From an optimization exercise on the open Yosys and OpenROAD flow, aimed at small area, a short achievable clock period and few clock cycles; shortcuts taken in it are not production practice.
The RTL was checked by simulation tests, not by an equivalence proof against the original design.
Power figures rest on the tool's default switching activity, not on a simulated workload.

[flow/run.sh]
#!/bin/bash
# synth_recipe.tcl (not shown) runs the flow's synth.tcl, then flattens the netlist and writes it again
# the make line also repeats each setting of config.mk as NAME=value (left out here)
make -C /OpenROAD-flow-scripts/flow DESIGN_CONFIG=/design/flow/config.mk WORK_HOME=/design/flow/orfs CLKGATE_MAP_FILE= SYNTH_SCRIPT=/design/flow/synth_recipe.tcl finish
[flow/config.mk]
export PLATFORM = sky130hd
export DESIGN_NAME = dcache
export DESIGN_NICKNAME = dcache
export VERILOG_FILES = /design/flow/design.v
export SDC_FILE = /design/flow/constraint.sdc
export NUM_CORES = 4
export LEC_CHECK = 0
export CAP_MARGIN = 20
export CORE_MARGIN = 2
export CORE_UTILIZATION = 65
export SETUP_SLACK_MARGIN = 5
export SLEW_MARGIN = 20
[flow/constraint.sdc]
create_clock -name core_clock -period 11.0 [get_ports {CLK}]
set_input_delay 2.2000 -clock core_clock [delete_from_list [all_inputs] [get_ports {CLK}]]
set_output_delay 2.2000 -clock core_clock [all_outputs]
set_load 0.01 [all_outputs]
[flow/design.v]
`default_nettype none
package dcache_geom_pkg;
    localparam int ADDR_W = 32;   
    localparam int TAG_W  = 26;
    localparam int IDX_W  = 3;
    localparam int SETS   = 8;
    localparam int WAYS   = 2;
    typedef union packed {
        logic [ADDR_W-1:0] raw;
        struct packed {
            logic [TAG_W-1:0] tag;
            logic [IDX_W-1:0] idx;
            logic             blkoff;    
            logic [1:0]       byteoff;
        } fields;
    } dcache_addr_u;
endpackage
`default_nettype wire
`default_nettype none
package dcache_cpu_pkg;
    typedef logic [31:0] word_t;
    localparam word_t SC_OK_WORD   = 32'd1;
    localparam word_t SC_FAIL_WORD = 32'd0;
endpackage
`default_nettype wire
`default_nettype none
`timescale 1ns/1ps
module dcache_link (
    input  logic        CLK,
    input  logic        nRST,
    input  logic [31:0] addr,
    input  logic        dmemREN,
    input  logic        dmemWEN,
    input  logic        datomic,
    input  logic        active,      
    input  logic        sc_chk,      
    output logic        link_valid,
    output logic        sc_ok_r
);
    logic [31:2] link_addr;
    logic        addr_match;
    assign addr_match = (link_addr == addr[31:2]);
    always_ff @(posedge CLK or negedge nRST) begin
        if (!nRST) begin
            link_valid <= 1'b0;
        end else if (active) begin
            if (dmemREN && datomic) begin
                link_valid <= 1'b1;    
            end else if (dmemWEN && (datomic || addr_match)) begin
                link_valid <= 1'b0;    
            end
        end
    end
    always_ff @(posedge CLK) begin
        if (dmemREN && datomic) begin
            link_addr <= addr[31:2];
        end
        sc_ok_r <= (link_valid || sc_chk) && addr_match;
    end
endmodule
`default_nettype wire
`default_nettype none
`timescale 1ns/1ps
import dcache_geom_pkg::*;
import dcache_cpu_pkg::*;
module dcache (
    input  logic                               CLK,
    input  logic                               nRST,
    input  logic                               dmemREN,
    input  logic                               dmemWEN,
    input  logic                               datomic,
    input  logic                               halt,
    input  dcache_geom_pkg::dcache_addr_u      dmemaddr,
    input  dcache_cpu_pkg::word_t              dmemstore,
    output logic                               dhit,
    output dcache_cpu_pkg::word_t              dmemload,
    output logic                               flushed,
    output logic                               dREN,
    output logic                               dWEN,
    output logic [dcache_geom_pkg::ADDR_W-1:0] daddr,
    output dcache_cpu_pkg::word_t              dstore,
    input  dcache_cpu_pkg::word_t              dload,
    input  logic                               dwait
);
    logic sc, sc_chk, sc_ok_r, link_valid, halted;
    assign sc = dmemWEN && datomic;
    always_ff @(posedge CLK or negedge nRST) begin
        if (!nRST) begin
            sc_chk <= 1'b0;
        end else begin
            sc_chk <= sc_chk ? (sc_ok_r && dwait) : (sc && link_valid && !halted);
        end
    end
    assign halted = halt;
    assign flushed = halt;
    assign dREN   = dmemREN && !halted;
    assign dWEN   = !halted && (sc_chk ? sc_ok_r : (dmemWEN && !datomic));
    assign daddr  = dmemaddr.raw;    
    assign dstore = dmemstore;
    assign dhit = !halted && (sc_chk ? (!sc_ok_r || !dwait)
                                     : ((dmemREN || (dmemWEN && !datomic)) && !dwait
                                        || sc && !link_valid));
    assign dmemload[31:1] = (dmemWEN || sc_chk) ? '0 : dload[31:1];
    assign dmemload[0]    = sc_chk ? sc_ok_r : (!dmemWEN && dload[0]);
    dcache_link i_link (
        .CLK, .nRST, .addr(dmemaddr.raw),
        .dmemREN, .dmemWEN, .datomic,
        .active(!halted), .sc_chk, .link_valid, .sc_ok_r
    );
endmodule
`default_nettype wire
==> results of run 1 <==
cells by family after synthesis:
| logic type | after synthesis |
|---|---|
| AO/OA/AOI/OAI | 7 |
| XOR/XNOR | 30 |
| buffers and inverters | 70 |
| flip-flops | 33 |
| AND/OR/NAND/NOR | 53 |
==> run_results.csv, run 1 <==
group,metric,value,unit
synth,synth_top_family_by_area,"buffers and inverters",
placement,io_buffer_count,134,
run_status,error_line,"[ERROR GPL-0301] Utilization 104.327 % exceeds 100%.",
synth,yosysWarningCount,2,
floorplan,ios,203,
synth,synth_area_leaders,"edfxtp_1 (42%), buf_4 (23%), and2_1 (9.4%)",
synth,synthAdderAreaFrac,0,%
floorplan,num_rows,20,
floorplan,die_h,61.16,um
synth,synthXorXnorAreaFrac,12.37,%
synth,ys_ff_latch,33,
synth,synthCells,193,
synth,synthArstFlopShare,6.061,%
synth,yosys.area_share.simple,15.44,%
synth,synth.most_common_cell,"buf_4",
floorplan,die_w,61.16,um
synth,synth_common_cells,"buf_4 (65), and2_1 (32), edfxtp_1 (30), xnor2_1 (20), xor2_1 (10)",
run_status,haltStage,"3_3_place_gp",
synth,synth_area,0.002123,mm2
synth,synth.distinct_cells,25,
run_status,status,"did not finish",
synth,seq_area_frac_synth,45.73,%
synth,yosys.area.top_type,"edfxtp_1",
synth,avgSynthCellArea,11.00,um2
synth,synth_edf_count,30,
synth,ys.flop_type,"edfxtp_1",
synth,synth_top_area_share,42.43,%
synth,synth_compound_area_share,2.593,%
synth,synth.mux.area_fraction,0,%
synth,synth.net_count,296,
floorplan,start_util,68.98,%
Testbench counts, summed over its fixed seeds: cycles 6,748.
==> run 2: changes to the inputs <==
--- a/flow/config.mk
+++ b/flow/config.mk
@@ -7,6 +7,6 @@
 export LEC_CHECK = 0
 export CAP_MARGIN = 20
 export CORE_MARGIN = 2
-export CORE_UTILIZATION = 65
+export CORE_UTILIZATION = 40
 export SETUP_SLACK_MARGIN = 5
 export SLEW_MARGIN = 20
==> run 2 against run 1 <==
The run now finishes clean; synthesized cell count unchanged; synthesized area is the same.
==> run_results.csv, run 2 <==
group,metric,value,unit
synth,synth_top_area_share,42.43,%
synth,synth_area,0.002123,mm2
timing,max_freq,174.5,MHz
global_route,overflow,0,
synth,synth.net_count,296,
global_route,grt_start_max_net_pins,33,
synth,ys.flop_type,"edfxtp_1",
drt,wl,5648,um
global_route,antenna_found_initial,0,
timing,skew,0.005336,ns
timing,period_share,52.10,%
critical_path,worst_ep_arrival_time,3.53,ns
final_layout,top_register,"i_link.link_addr",
clock_tree,cts_buffers,5,
timing,period_needed,5.732,ns
drt,wl_met2,2638,um
synth,synth_area_leaders,"edfxtp_1 (42%), buf_4 (23%), and2_1 (9.4%)",
timing,rsz0062_at_grt,"false",
synth,synthArstFlopShare,6.061,%
final_layout,syn2layout_area_growth,50.62,%
power_and_ir_drop,power.leakage,1.142,nW
synth,synth.mux.area_fraction,0,%
drt,highest_layer,"met4",
synth,synthAdderAreaFrac,0,%
placement,io_buffer_count,134,
floorplan,die_h,76.86,um
synth,synthCells,193,
clock_tree,cts-htree-levels,2,
synth,synth_edf_count,30,
global_route,track_usage,18.92,%
critical_path,worstPathRequired,8.80,ns
critical_path,r2r_slack,9.43,ns
critical_path,r2r.worst_path.cells,5,
timing,worst_pin_slew,0.3826,ns
critical_path,critPathMaxFanout,5,
drt,dr.pass1.iters,4,
hold_path,hold_path.class,"flip-flop to flip-flop",
timing,setup_viol,0,
synth,yosysWarningCount,2,
power_and_ir_drop,power.density,109.2,mW/mm2
synth,yosys.area_share.simple,15.44,%
timing,tns,0,ns
drt,drc,0,
final_layout,num_antenna_cells,0,
floorplan,die_area,0.005907,mm2
global_route,grt_pass1_wl,8638,um
synth,yosys.area.top_type,"edfxtp_1",
drt,vias_per_cell,4.482,
run_status,status,"complete, no violations",
clock_tree,cts_root_buffer,"clkbuf_8",
critical_path,r2r-end,"i_link.link_valid",
synth,synth_common_cells,"buf_4 (65), and2_1 (32), edfxtp_1 (30), xnor2_1 (20), xor2_1 (10)",
critical_path,path_class,"primary input to output pin",
drt,drt_iter0_drc,42,
synth,synth_compound_area_share,2.593,%
critical_path,crit_path_end_kind,"output pin",
floorplan,start_util,41.57,%
drt,post_drt_wl_per_cell,16.61,um
synth,ys_ff_latch,33,
final_layout,final_cell_mix,"clkdlybuf4s50_1 (132), and2_1 (32), edfxtp_1 (30), xnor2_1 (20), xor2_1 (10)",
drt,ant_nets,0,
hold_path,hold_depth,2,
critical_path,r2r_start,"i_link.link_addr[12]",
placement,place.gp.congestion,0.7808,
final_layout,final_common_cell,"clkdlybuf4s50_1",
final_layout,largest_reg_flops,30,
synth,synth.distinct_cells,25,
floorplan,num_rows,26,
global_route,first_global_vias,1555,
clock_tree,clockBufferDepth,2,
drt,vias,1524,
timing,drv_slew,0,
final_layout,layout.nets,372,
floorplan,ios,203,
clock_tree,clock_latency,0.28,ns
synth,avgSynthCellArea,11.00,um2
clock_tree,cts.sinks,33,
timing,hold_violations,0,
synth,synth_top_family_by_area,"buffers and inverters",
clock_tree,cts-hold-fix-buffers,0,
power_and_ir_drop,ir_drop,0.1009,mV
placement,dp_hpwl,4560,um
hold_path,holdCritStartpoint,"i_link.sc_ok_r",
synth,synthXorXnorAreaFrac,12.37,%
final_layout,drive_above_1_share,4.444,%
final_layout,postLayoutCoreUtil,62.62,%
final_layout,fillCellCount,421,
critical_path,start_kind,"primary input",
floorplan,coreArea,0.005107,mm2
hold_path,min_to,"sc_chk",
power_and_ir_drop,power,349.2,uW
clock_tree,cts_tree,"built",
job,maxCapViolations,0,
clock_tree,clk_pin_slew,0.07,ns
synth,seq_area_frac_synth,45.73,%
drt,wl_met3,637,um
synth,synth.most_common_cell,"buf_4",
drt,drt-met1-wl,2038,um
timing,slew_headroom,74.49,%
clock_tree,postCtsSetupBuffers,0,
floorplan,die_w,76.86,um
## run 2: timing repair
action,4_1_cts,5_1_grt
gates resized for setup,1,7
hold endpoints to repair,0,0
pin swaps,0,1
gates cloned,0,1
endpoints found under the setup margin,1,32
## run 2: per-stage QoR
step                      std cells  worst slack [ns]  hold WS, ns  instance area (um2)
final                           340             5.268       0.5562                 3198
after global routing            340             5.129       0.6103                 3198
after CTS                       339             5.011       0.5409                 3173
after detailed placement        331             4.992       0.5247                 3068
after global placement          331             5.004       0.5359                 3068
after floorplan                 193             6.005       0.4837                 2123
## run 2: how the worst max path moves through the flow
stage            start           end
2_1_floorplan  dmemWEN  dmemload[10]
4_1_cts        dmemWEN   dmemload[0]
3_3_place_gp   datomic          dhit
6_report       datomic          dhit
5_1_grt        datomic          dhit
3_5_place_dp   datomic          dhit
## run 2: cell families (layout without fill, tap and decap cells)
group                  after synthesis  in the layout
AO/OA/AOI/OAI                        7              7
flip-flops                          33             33
buffers and inverters               70            147
AND/OR/NAND/NOR                     53             53
XOR/XNOR                            30             30
## run 2: metal layers
layer | vias to the layer above | global-route usage, %
met5 | - | 2.727
met4 | 0 | 13.45
met3 | 31 | 8.235
met2 | 96 | 29.04
met1 | 666 | 20.67
li1 | 731 | -
## run 2: final cells by class
cell class,count,area [um2],share of cell area (%)
clock buffers,6,72.57,2.269
clock inverters,2,33.78,1.056
inverters,2,7.507,0.2347
multi-input cells,90,653.1,20.42
flip-flops and latches,33,970.9,30.36
well taps,70,87.58,2.739
repair buffers,137,1373,42.92
## run 2: power by group
| part | internal, mW | switching, mW | leakage [nW] | total, mW |
|---|---|---|---|---|
| Combinational | 0.0569 | 0.0321 | 0.775 | 0.0890 |
| Clock | 0.0669 | 0.0432 | 0.0528 | 0.110 |
| Sequential | 0.146 | 0.00400 | 0.313 | 0.150 |
| Total | 0.270 | 0.0793 | 1.14 | 0.349 |
## run 2: critical path, stage by stage
cell	delay [ns]
clkdlybuf4s50_1	0.53
inv_1	0.07
a21boi_0	0.15
a221oi_1	0.09
nor3b_1	0.19
dlygate4sd2_1	0.29
==> run 3: changes to the inputs <==
--- a/flow/design.v
+++ b/flow/design.v
@@ -87,11 +87,12 @@
     always_ff @(posedge CLK or negedge nRST) begin
         if (!nRST) begin
             sc_chk <= 1'b0;
+            halted <= 1'b0;
         end else begin
             sc_chk <= sc_chk ? (sc_ok_r && dwait) : (sc && link_valid && !halted);
+            halted <= halt;
         end
     end
-    assign halted = halt;
     assign flushed = halt;
     assign dREN   = dmemREN && !halted;
     assign dWEN   = !halted && (sc_chk ? sc_ok_r : (dmemWEN && !datomic));
==> flow/flow/run.sh (new file) <==
#!/bin/bash
# Standard layout with three changes to how it is built (the constraints are untouched):
#  - port buffers are the plain buf_1 cell rather than the cell buffer_ports picks by
#    default (a slow delay buffer);
#  - repair_timing is asked for more setup slack, so that it sizes the port-to-port
#    paths, which otherwise meet the clock with room to spare and stay at minimum size;
#  - the clock tree for the few flip-flops is built from clkbuf_4 cells, without the
#    dummy loads CTS adds for balancing.
set -e
cd "$(dirname "$0")/.."
cat >> config.mk <<'MK'
export BUFFER_PORTS_ARGS = -buffer_cell sky130_fd_sc_hd__buf_1
export SETUP_SLACK_MARGIN = 5.8
export CTS_ARGS = -sink_clustering_enable -repair_clock_nets -dont_use_dummy_load -buf_list sky130_fd_sc_hd__clkbuf_4 -root_buf sky130_fd_sc_hd__clkbuf_4 -sink_clustering_buffer sky130_fd_sc_hd__clkbuf_4 -tree_buf sky130_fd_sc_hd__clkbuf_4
MK
bash standard.sh > standard.log 2>&1
==> flow/standard.sh (new file) <==
#!/bin/bash
# synth_recipe.tcl (not shown) runs the flow's synth.tcl, then flattens the netlist and writes it again
# the make line also repeats each setting of config.mk as NAME=value (left out here)
make -C /OpenROAD-flow-scripts/flow DESIGN_CONFIG=/design/flow/config.mk WORK_HOME=/design/flow/orfs CLKGATE_MAP_FILE= SYNTH_SCRIPT=/design/flow/synth_recipe.tcl "${@:-finish}"
--- a/flow/config.mk
+++ b/flow/config.mk
@@ -7,6 +7,8 @@
 export LEC_CHECK = 0
 export CAP_MARGIN = 20
 export CORE_MARGIN = 2
-export CORE_UTILIZATION = 40
-export SETUP_SLACK_MARGIN = 5
+export CORE_UTILIZATION = 65
 export SLEW_MARGIN = 20
+export BUFFER_PORTS_ARGS = -buffer_cell sky130_fd_sc_hd__buf_1
+export SETUP_SLACK_MARGIN = 5.8
+export CTS_ARGS = -sink_clustering_enable -repair_clock_nets -dont_use_dummy_load -buf_list sky130_fd_sc_hd__clkbuf_4 -root_buf sky130_fd_sc_hd__clkbuf_4 -sink_clustering_buffer sky130_fd_sc_hd__clkbuf_4 -tree_buf sky130_fd_sc_hd__clkbuf_4
removed: flow/run.sh
==> run 3 against run 2 <==
Via count grew 0.52%; synthesized area grew 1.2%; synthesized cell count grew 0.52%; largest power group unchanged; non-clock buffer count shrank 2; combinational power shrank 37%; global-route usage grew 8.9 points; count of clock-buffer cells in the layout shrank 1; maximum frequency grew 12%; routed wire length shrank 1.7%; worst hold slack lost 0.0040 ns; largest cell class is now sequential cells.
==> run_results.csv, run 3 <==
group,metric,value,unit
critical_path,worstPathRequired,8.80,ns
synth,yosys.area.top_type,"edfxtp_1",
drt,drt_iter0_drc,67,
timing,skew,0.02526,ns
floorplan,die_w,61.49,um
critical_path,critPathMaxFanout,3,
global_route,grt_pass1_wl,6865,um
floorplan,num_rows,20,
floorplan,coreArea,0.003103,mm2
synth,synthCells,194,
final_layout,drive_above_1_share,6.367,%
global_route,overflow,0,
synth,synth_top_area_share,41.93,%
power_and_ir_drop,clkPwrFrac,21.2,%
global_route,antenna_found_initial,0,
final_layout,largest_reg_flops,30,
timing,max_freq,195.1,MHz
critical_path,path_class,"primary input to output pin",
timing,drv_slew,0,
synth,synth_area_leaders,"edfxtp_1 (42%), buf_4 (23%), and2_1 (9.3%)",
floorplan,die_area,0.003781,mm2
final_layout,final_cell_mix,"buf_1 (131), and2_1 (32), edfxtp_1 (30), xnor2_1 (20), xor2_1 (10)",
timing,rsz0062_at_grt,"false",
floorplan,die_h,61.49,um
final_layout,final_common_cell,"buf_1",
synth,synth.net_count,297,
power_and_ir_drop,power.leakage,0.7608,nW
synth,yosysWarningCount,2,
synth,ys.flop_type,"edfxtp_1",
final_layout,layout.nets,372,
power_and_ir_drop,seqPwrFrac,57.7,%
power_and_ir_drop,power,267.2,uW
placement,dp.cells,305,
synth,synth.distinct_cells,25,
job,maxCapViolations,0,
timing,period_share,46.59,%
final_layout,final_cells,311,
run_status,status,"complete, no violations",
critical_path,worst_ep_arrival_time,2.93,ns
clock_tree,cts_tree,"built",
drt,dr.pass1.iters,4,
critical_path,crit_start,"dwait",
global_route,grt_util_met2,49.17,%
timing,setup_viol,0,
global_route,grt_start_max_net_pins,33,
clock_tree,clockBufferDepth,2,
timing,slew_headroom,74.38,%
global_route,first_global_vias,1255,
critical_path,r2r.worst_path.cells,5,
critical_path,r2r_start,"i_link.link_addr[16]",
hold_path,hold_path.class,"flip-flop to flip-flop",
global_route,top_usage_layer,"met2",
timing,tns,0,ns
power_and_ir_drop,pwr-share-comb,21.1,%
synth,seq_area_frac_synth,46.36,%
global_route,track_usage,27.79,%
critical_path,start_kind,"primary input",
power_and_ir_drop,switching_share,26.70,%
synth,synth_area,0.002148,mm2
critical_path,r2r_slack,9.47,ns
power_and_ir_drop,power.density,116.4,mW/mm2
power_and_ir_drop,ir_drop,0.09629,mV
critical_path,crit_path_end_kind,"output pin",
synth,synth_common_cells,"buf_4 (65), and2_1 (32), edfxtp_1 (30), xnor2_1 (20), xor2_1 (10)",
clock_tree,cts_root_buffer,"clkbuf_4",
power_and_ir_drop,p_int,195.9,uW
final_layout,num_antenna_cells,0,
placement,io_buffer_count,134,
clock_tree,clock_latency,0.33,ns
drt,ant_nets,0,
drt,vias,1532,
drt,post_drt_wl_per_cell,17.85,um
timing,period_needed,5.125,ns
final_layout,top_register,"i_link.link_addr",
placement,place.gp.congestion,0.9351,
synth,ys_ff_latch,34,
timing,worst_pin_slew,0.3843,ns
drt,wl,5552,um
drt,drc,0,
timing,hold_violations,0,
placement,dp_hpwl,4613,um
drt,vias_per_cell,4.926,
power_and_ir_drop,p_switching,71.36,uW
clock_tree,cts_buffers,5,
clock_tree,cts.sinks,34,
critical_path,crit_end,"dhit",
clock_tree,clk_pin_slew,0.10,ns
synth,avgSynthCellArea,11.07,um2
final_layout,syn2layout_area_growth,6.872,%
synth,synthArstFlopShare,8.824,%
global_route,use_met3,12.18,%
clock_tree,cts-htree-levels,2,
critical_path,r2r-end,"i_link.link_valid",
global_route,met1_usage,27.39,%
synth,synth.most_common_cell,"buf_4",
synth,synth_edf_count,30,
floorplan,start_util,69.23,%
floorplan,ios,203,
-- run 3: cell types whose count changed in the layout (fill, tap and decap cells not counted), moves of 2 or more --
cell / before / now
buf_1: 0 / 131
buf_2: 0 / 2
clkbuf_4: 0 / 5
clkbuf_8: 5 / 0
clkdlybuf4s50_1: 132 / 0
-- run 3: timing repair --
item / CTS / global route
pin swaps: 1 / 5
endpoints found under the setup margin: 33 / 33
setup buffers: 0 / 0
hold endpoints to repair: 0 / 0
cloned: 0 / 1
gates resized for setup: 4 / 9
hold buffers: 0 / 0
-- run 3: final cells by class --
class	instances	area (um2)
Tap cell	44	55.05
Timing Repair Buffer	135	520.5
Fill cell	239	807.0
Clock buffer	5	37.54
Inverter	2	7.507
Sequential cell	34	996.0
Multi-Input combinational cell	91	679.4
-- run 3: worst max-delay path, stage by stage --
cell      delay [ns]
buf_1           0.15
inv_1           0.07
a221oi_2        0.29
nor3b_2         0.07
buf_2           0.14
-- run 3: per-stage QoR --
stage	setup WS (ns)	utilization, %	hold WS, ns	cell area [um2]
final	5.875	73.99	0.5523	2296
after CTS	5.738	72.94	0.5486	2263
after floorplan	6.005	-	0.4837	2148
after global routing	5.785	73.99	0.5896	2296
after detailed placement	5.467	71.45	0.5248	2217
after global placement	5.109	71.37	0.5124	2215
-- run 3: cells by family (layout without fill, tap and decap cells) --
| logic type | after synthesis | count (layout) | synth area share (%) |
|---|---|---|---|
| AO/OA/AOI/OAI | 7 | 7 | 2.563 |
| XOR/XNOR | 30 | 30 | 12.23 |
| buffers and inverters | 70 | 142 | 23.59 |
| flip-flops | 34 | 34 | 46.36 |
| AND/OR/NAND/NOR | 53 | 54 | 15.26 |
-- run 3: power by group through the flow --
stage	Combinational, mW	Clock (mW)	Sequential (mW)
2_1_floorplan	0.0506	0	0.156
3_3_place_gp	0.0538	0	0.156
3_5_place_dp	0.0546	0	0.157
4_1_cts	0.0552	0.0585	0.154
5_1_grt	0.0627	0.0630	0.155
6_report	0.0563	0.0566	0.154
-- run 3: worst min-delay path by stage --
stage	cells past startpoint	to	startpoint
after floorplan	2	sc_chk	i_link.sc_ok_r
after global placement	2	i_link.sc_ok_r	i_link.link_valid
after detailed placement	2	i_link.sc_ok_r	i_link.link_valid
after CTS	2	i_link.sc_ok_r	i_link.link_valid
after global routing	2	sc_chk	i_link.sc_ok_r
final	2	i_link.sc_ok_r	i_link.link_valid
-- run 3: per-layer routing --
metal / part of all wire (%) / wire length, um
met5: 0 / 0
met4: 4.5 / 249
met3: 11 / 592
met2: 54 / 2986
met1: 31 / 1723
Testbench counts of run 3, summed over its fixed seeds: cycles 6,748.
==> run 4: changes to the inputs <==
--- a/flow/design.v
+++ b/flow/design.v
@@ -87,11 +87,12 @@
     always_ff @(posedge CLK or negedge nRST) begin
         if (!nRST) begin
             sc_chk <= 1'b0;
-            halted <= 1'b0;
         end else begin
             sc_chk <= sc_chk ? (sc_ok_r && dwait) : (sc && link_valid && !halted);
-            halted <= halt;
         end
+    end
+    always_ff @(posedge CLK) begin
+        halted <= halt;
     end
     assign flushed = halt;
     assign dREN   = dmemREN && !halted;
==> run 4 against run 3 <==
Synthesized area is 0.23% lower; design area decreased by 0.60%; synthesized cell count unchanged; power decreased by 0.75%; sequential cell count unchanged; setup slack worse by 0.043 ns; via count is 1.0% lower; largest cell class unchanged; maximum frequency shrank 0.83%; register-to-register slack got worse by 0.02 ns.
==> run_results.csv, run 4 <==
group,metric,value,unit
critical_path,critPathSlowestCell,"a221oi_1",
global_route,grt_pass1_wl,6962,um
drt,ant_nets,0,
clock_tree,cts_tree,"built",
critical_path,crit_path_end_kind,"output pin",
clock_tree,cts_root_buffer,"clkbuf_4",
drt,drt_iter0_drc,64,
global_route,first_global_vias,1334,
critical_path,start_kind,"primary input",
timing,hold_violations,0,
floorplan,ios,203,
final_layout,syn2layout_area_growth,6.480,%
timing,period_needed,5.168,ns
synth,synthCells,194,
synth,synth_common_cells,"buf_4 (65), and2_1 (32), edfxtp_1 (30), xnor2_1 (20), xor2_1 (10)",
drt,post_drt_wl_per_cell,17.60,um
critical_path,path_class,"primary input to output pin",
synth,ys.flop_type,"edfxtp_1",
power_and_ir_drop,power.leakage,0.7554,nW
clock_tree,clock_latency,0.32,ns
timing,setup_viol,0,
power_and_ir_drop,seqPwrFrac,58.1,%
timing,layout_setup_ws,5.832,ns
hold_path,hold_path.class,"flip-flop to flip-flop",
final_layout,drive_above_1_share,5.618,%
floorplan,start_util,69.07,%
critical_path,cpPeakStageDelay,0.27,ns
timing,worst_pin_slew,0.3784,ns
run_status,status,"complete, no violations",
synth,ys_ff_latch,34,
power_and_ir_drop,ir_drop,0.08074,mV
clock_tree,cts-htree-levels,2,
synth,synth_area,0.002143,mm2
final_layout,num_antenna_cells,0,
placement,place.gp.congestion,0.8111,
clock_tree,clk_pin_slew,0.08,ns
global_route,grt_util_met2,47.87,%
timing,tns,0,ns
critical_path,cp_num_buf_inv,2,
synth,synth.most_common_cell,"buf_4",
floorplan,die_w,61.42,um
synth,synth_edf_count,30,
global_route,use_met3,14.29,%
placement,place_area,0.002212,mm2
synth,synth.distinct_cells,25,
timing,holdWs,0.5616,ns
synth,synthArstFlopShare,5.882,%
power_and_ir_drop,power.density,116.2,mW/mm2
critical_path,worstPathRequired,8.80,ns
timing,slew_headroom,74.78,%
floorplan,die_area,0.003772,mm2
global_route,antenna_found_initial,0,
clock_tree,clockBufferDepth,2,
floorplan,die_h,61.42,um
clock_tree,cts-hold-fix-buffers,0,
power_and_ir_drop,power,265.2,uW
global_route,track_usage,27.98,%
final_layout,largest_reg_flops,30,
clock_tree,cts.sinks,34,
final_layout,final_cell_mix,"buf_1 (131), and2_1 (32), edfxtp_1 (30), xnor2_1 (20), xor2_1 (10)",
timing,max_freq,193.5,MHz
final_layout,fin_area,0.002282,mm2
drt,dr.pass1.iters,4,
timing,drv_slew,0,
critical_path,critical_path.cell_chain,"buf_6, a21boi_2, a221oi_1, nor3b_1, buf_2",
synth,yosys.area.top_type,"edfxtp_1",
critical_path,critPathMaxFanout,5,
global_route,top_usage_layer,"met2",
power_and_ir_drop,clkPwrFrac,20.9,%
synth,synth.net_count,297,
power_and_ir_drop,p_switching,69.67,uW
floorplan,coreArea,0.003103,mm2
clock_tree,cts_buffers,5,
placement,io_buffer_count,134,
floorplan,num_rows,20,
critical_path,worst_ep_arrival_time,2.97,ns
power_and_ir_drop,pwr-share-comb,21.0,%
drt,vias_per_cell,4.875,
synth,yosysWarningCount,2,
synth,synth_top_area_share,42.03,%
final_layout,final_common_cell,"buf_1",
job,maxCapViolations,0,
global_route,grt_start_max_net_pins,31,
timing,rsz0062_at_grt,"false",
drt,wl,5474,um
drt,vias,1516,
synth,synth_area_leaders,"edfxtp_1 (42%), buf_4 (23%), and2_1 (9.3%)",
global_route,met1_usage,29.07,%
timing,skew,0.007005,ns
placement,post-place-ws,5.449,ns
synth,avgSynthCellArea,11.05,um2
placement,dp_hpwl,4548,um
timing,period_share,46.98,%
synth,seq_area_frac_synth,46.23,%
drt,drc,0,
final_layout,layout.nets,372,
power_and_ir_drop,switching_share,26.27,%
final_layout,top_register,"i_link.link_addr",
final_layout,fillCellCount,242,
critical_path,cp_top_family,"compound AO/OA/AOI/OAI gates",
global_route,overflow,0,
power_and_ir_drop,p_int,195.6,uW
run 4: final cells by class:
type	instances	area (um2)	area share (%)
flip-flops and latches	34	991.0	43.42
repair buffers	135	523.0	22.92
well taps	44	55.05	2.412
multi-input cells	91	668.1	29.28
clock buffers	5	37.54	1.645
inverters	2	7.507	0.3289
run 4: metal layers:
metal / routed length (um) / vias up
met3: 670 / 16
met2: 2861 / 107
met5: 0 / -
li1: - / 729
met4: 120 / 0
met1: 1822 / 664
run 4: path summary, 6_finish.rpt:
check | from | to | slack, ns | cells after the start
max in group asynchronous | nRST | i_link.link_valid | 9.24 | 1
max reg2reg | i_link.link_addr[13] | i_link.link_valid | 9.45 | 5
min reg2reg | halted | sc_chk | 0.56 | 1
min in group asynchronous | nRST | sc_chk | 1.64 | 1
min | halted | sc_chk | 0.56 | 1
max | dmemWEN | dhit | 5.83 | 5
run 4: repair_timing:
action                     in CTS  in global routing
setup endpoints to repair      33                 17
buffers inserted                0                  0
pin swaps                       2                  1
gates cloned                    1                  0
gates resized for setup         6                  5
run 4: metrics by stage:
stage | util (%) | std cells
floorplan | - | 194
global placement | 71.21 | 305
detailed placement | 71.29 | 305
CTS | 73.06 | 311
global route | 73.55 | 311
finish | 73.55 | 311
run 4: logic make-up (layout without fill, tap and decap cells):
family,after synthesis,in the layout,share of synthesized area [%]
flops,34,34,46.23
buf+inv,70,142,23.64
compound gates,7,7,2.569
simple gates,53,54,15.29
xor+xnor,30,30,12.26
run 4: worst reg2reg max path, stage by stage, from the launching register on:
cell and delay [ns]:
edfxtp_1 0.41, xnor2_1 0.16, nand4_1 0.13, nor4_1 0.33, nand4_1 0.17, a31o_1 0.25
run 4: power groups by stage:
| stage | logic (mW) | registers, mW | clock network, mW |
|---|---|---|---|
| floorplan | 0.0506 | 0.156 | 0 |
| global placement | 0.0536 | 0.156 | 0 |
| detailed placement | 0.0542 | 0.157 | 0 |
| CTS | 0.0553 | 0.154 | 0.0579 |
| global route | 0.0615 | 0.155 | 0.0636 |
| finish | 0.0556 | 0.154 | 0.0555 |
Testbench counts of run 4, summed over its fixed seeds: cycles 6,748.
==> run 5: changes to the inputs <==
--- a/flow/design.v
+++ b/flow/design.v
@@ -91,9 +91,7 @@
             sc_chk <= sc_chk ? (sc_ok_r && dwait) : (sc && link_valid && !halted);
         end
     end
-    always_ff @(posedge CLK) begin
-        halted <= halt;
-    end
+    assign halted = halt;
     assign flushed = halt;
     assign dREN   = dmemREN && !halted;
     assign dWEN   = !halted && (sc_chk ? sc_ok_r : (dmemWEN && !datomic));
==> run 5 against run 4 <==
Sequential share of layout area fell by 0.38 points; non-clock buffer count did not move; critical endpoint unchanged; sequential cell count fell by 1; via count fell by 0.26%; global-route usage fell by 0.84 points; design area fell by 1.2%; clock skew rose by 0.0047 ns; cell count fell by 0.32%; routed wire length fell by 2.6%; first-iteration DRC count rose by 3.1%.
==> run_results.csv, run 5 <==
group,metric,value,unit
run_status,status,"complete, no violations",
global_route,first_global_vias,1291,
timing,layout_setup_ws,5.821,ns
timing,period_needed,5.179,ns
critical_path,r2r-end,"i_link.link_valid",
placement,dp.cells,304,
global_route,grt_start_max_net_pins,33,
placement,post-place-ws,5.433,ns
final_layout,syn2layout_area_growth,6.246,%
power_and_ir_drop,switching_share,26.15,%
drt,wl,5331,um
drt,ant_nets,0,
synth,ys.flop_type,"edfxtp_1",
synth,seq_area_frac_synth,45.73,%
final_layout,fillCellCount,253,
timing,drv_slew,0,
final_layout,drive_above_1_share,5.639,%
clock_tree,clk_pin_slew,0.09,ns
clock_tree,cts-htree-levels,2,
clock_tree,clock_latency,0.31,ns
power_and_ir_drop,power.density,115.0,mW/mm2
critical_path,r2r.worst_path.cells,5,
floorplan,num_rows,20,
drt,drc,0,
power_and_ir_drop,ir_drop,0.08166,mV
synth,synth_area,0.002123,mm2
critical_path,critPathMaxFanout,5,
synth,synthArstFlopShare,6.061,%
critical_path,crit_path_end_kind,"output pin",
synth,synth.distinct_cells,25,
timing,max_freq,193.1,MHz
final_layout,final_cell_mix,"buf_1 (131), and2_1 (32), edfxtp_1 (30), xnor2_1 (20), xor2_1 (10)",
drt,vias_per_cell,4.877,
power_and_ir_drop,p_int,191.6,uW
job,maxCapViolations,0,
drt,drt_iter0_drc,66,
floorplan,die_area,0.003740,mm2
clock_tree,postCtsSetupBuffers,0,
placement,io_buffer_count,134,
power_and_ir_drop,p_switching,67.86,uW
global_route,antenna_found_initial,0,
power_and_ir_drop,power.leakage,0.7437,nW
timing,tns,0,ns
timing,hold_violations,0,
timing,rsz0062_at_grt,"true",
final_layout,final_cells,310,
drt,dr.pass1.iters,4,
timing,period_share,47.09,%
timing,holdWs,0.5677,ns
final_layout,layout.nets,371,
drt,post_drt_wl_per_cell,17.20,um
clock_tree,cts_tree,"built",
clock_tree,cts_root_buffer,"clkbuf_4",
synth,synthCells,193,
clock_tree,cts_buffers,5,
synth,synth.most_common_cell,"buf_4",
power_and_ir_drop,seqPwrFrac,57.8,%
hold_path,hold_path.class,"flip-flop to flip-flop",
global_route,grt_pass1_wl,6796,um
power_and_ir_drop,clkPwrFrac,20.9,%
critical_path,worstPathRequired,8.80,ns
clock_tree,clockBufferDepth,2,
final_layout,largest_reg_flops,30,
critical_path,path_class,"primary input to output pin",
synth,synth_edf_count,30,
placement,place.gp.congestion,0.8021,
final_layout,num_antenna_cells,0,
floorplan,die_w,61.16,um
final_layout,final_common_cell,"buf_1",
global_route,overflow,0,
critical_path,worst_ep_arrival_time,2.98,ns
timing,worst_pin_slew,0.3763,ns
floorplan,ios,203,
critical_path,crit_start,"dmemWEN",
floorplan,die_h,61.16,um
synth,yosysWarningCount,2,
synth,avgSynthCellArea,11.00,um2
power_and_ir_drop,pwr-share-comb,21.4,%
timing,slew_headroom,74.91,%
synth,synth.net_count,296,
synth,synth_area_leaders,"edfxtp_1 (42%), buf_4 (23%), and2_1 (9.4%)",
critical_path,start_kind,"primary input",
synth,yosys.area.top_type,"edfxtp_1",
timing,skew,0.01172,ns
global_route,track_usage,27.14,%
critical_path,r2r_slack,9.44,ns
synth,ys_ff_latch,33,
critical_path,crit_end,"dhit",
floorplan,start_util,68.98,%
final_layout,top_register,"i_link.link_addr",
timing,setup_viol,0,
placement,dp_hpwl,4526,um
synth,synth_common_cells,"buf_4 (65), and2_1 (32), edfxtp_1 (30), xnor2_1 (20), xor2_1 (10)",
floorplan,coreArea,0.003078,mm2
drt,vias,1512,
critical_path,r2r_start,"i_link.link_addr[12]",
clock_tree,cts.sinks,33,
synth,synth_top_area_share,42.43,%
## run 5: final cells by class
type                    instances  area (um2)  share of cell area, %
repair buffers                135       516.7                  22.91
flip-flops and latches         33       970.9                  43.04
well taps                      44       55.05                  2.440
clock buffers                   5       37.54                  1.664
inverters                       2       7.507                 0.3328
multi-input cells              91       668.1                  29.62
## run 5: worst min path at each step
stage / from / endpoint / cells after the start
2_1_floorplan: i_link.sc_ok_r / sc_chk / 2
3_3_place_gp: i_link.sc_ok_r / sc_chk / 2
3_5_place_dp: i_link.sc_ok_r / sc_chk / 2
4_1_cts: i_link.sc_ok_r / sc_chk / 2
5_1_grt: i_link.sc_ok_r / sc_chk / 2
6_report: i_link.sc_ok_r / sc_chk / 2
## run 5: power groups by stage
stage | registers (mW) | clock network (mW) | logic (mW)
global route | 0.151 | 0.0611 | 0.0617
CTS | 0.150 | 0.0557 | 0.0550
detailed placement | 0.153 | 0 | 0.0544
global placement | 0.152 | 0 | 0.0538
floorplan | 0.152 | 0 | 0.0507
finish | 0.150 | 0.0541 | 0.0555
## run 5: repair_timing
action                     4_1_cts  5_1_grt
cloned                           0        1
setup endpoints to repair       33       33
hold buffers                     0        0
resized for setup                4        6
pin swaps                        1        3
## run 5: kinds of logic after synthesis
kind of cell	Yosys count	synth area share (%)
buffers and inverters	70	23.87
AND/OR/NAND/NOR	53	15.44
flip-flops	33	45.73
XOR/XNOR	30	12.37
AO/OA/AOI/OAI	7	2.593
## run 5: worst max-delay path, cell delays in order
cell and delay [ns]:
buf_4 0.14, a21boi_2 0.16, a221oi_1 0.08, nor3b_1 0.23, buf_2 0.17
## run 5: routing by layer
metal	wire length (um)	track usage (%)	part of all wire, %	vias to the layer above
li1	-	-	-	727
met1	1777	28.81	33	663
met2	2681	44.68	50	107
met3	669	12.39	13	13
met4	172	13.66	3.2	2
met5	30	7.143	0.56	-
## run 5: stage by stage
stage | cell area [um2] | utilization, % | power [mW]
after global placement | 2190 | 71.14 | 0.2061
after floorplan | 2123 | - | 0.2027
after global routing | 2256 | 73.29 | 0.2738
after CTS | 2238 | 72.72 | 0.2604
final | 2256 | 73.29 | 0.2595
after detailed placement | 2192 | 71.22 | 0.2069
Testbench counts of run 5, summed over its fixed seeds: cycles 6,748.

separate check: timing with driven ports:
In the flow no input, the clock included, has a driving cell. The finished layouts below were timed again as built, in two steps.
Step 1: set_driving_cell puts a clkbuf_16 on CLK and a buf_2 on each other input, an assumption about the parent block.
Step 2, shift: input delay + t, output delay - t, t = (earliest + latest rising clock arrival at the registers) / 2. This alone moves slack from input paths to output paths.
a / b / c = no drivers / after step 1 / after step 2; a / b = the first two.
| run | t, ns | slack for setup (ns) | slew at the worst register clock pin (ns) | worst slew at a driven data input, ns |
|---|---|---|---|---|
| run 2 | 0.301 | 5.268 / 5.237 / 5.237 | 0.07 / 0.07 | 0.12 |
| run 3 | 0.339 | 5.875 / 5.813 / 5.813 | 0.10 / 0.10 | 0.12 |
| run 4 | 0.342 | 5.832 / 5.791 / 5.791 | 0.09 / 0.09 | 0.13 |
| run 5 | 0.330 | 5.821 / 5.793 / 5.793 | 0.09 / 0.09 | 0.14 |
After both steps every run listed still meets setup and hold. The setup slack of run 3, which loses most, moves by -0.062 ns with the drivers and by -0.062 ns with both steps.
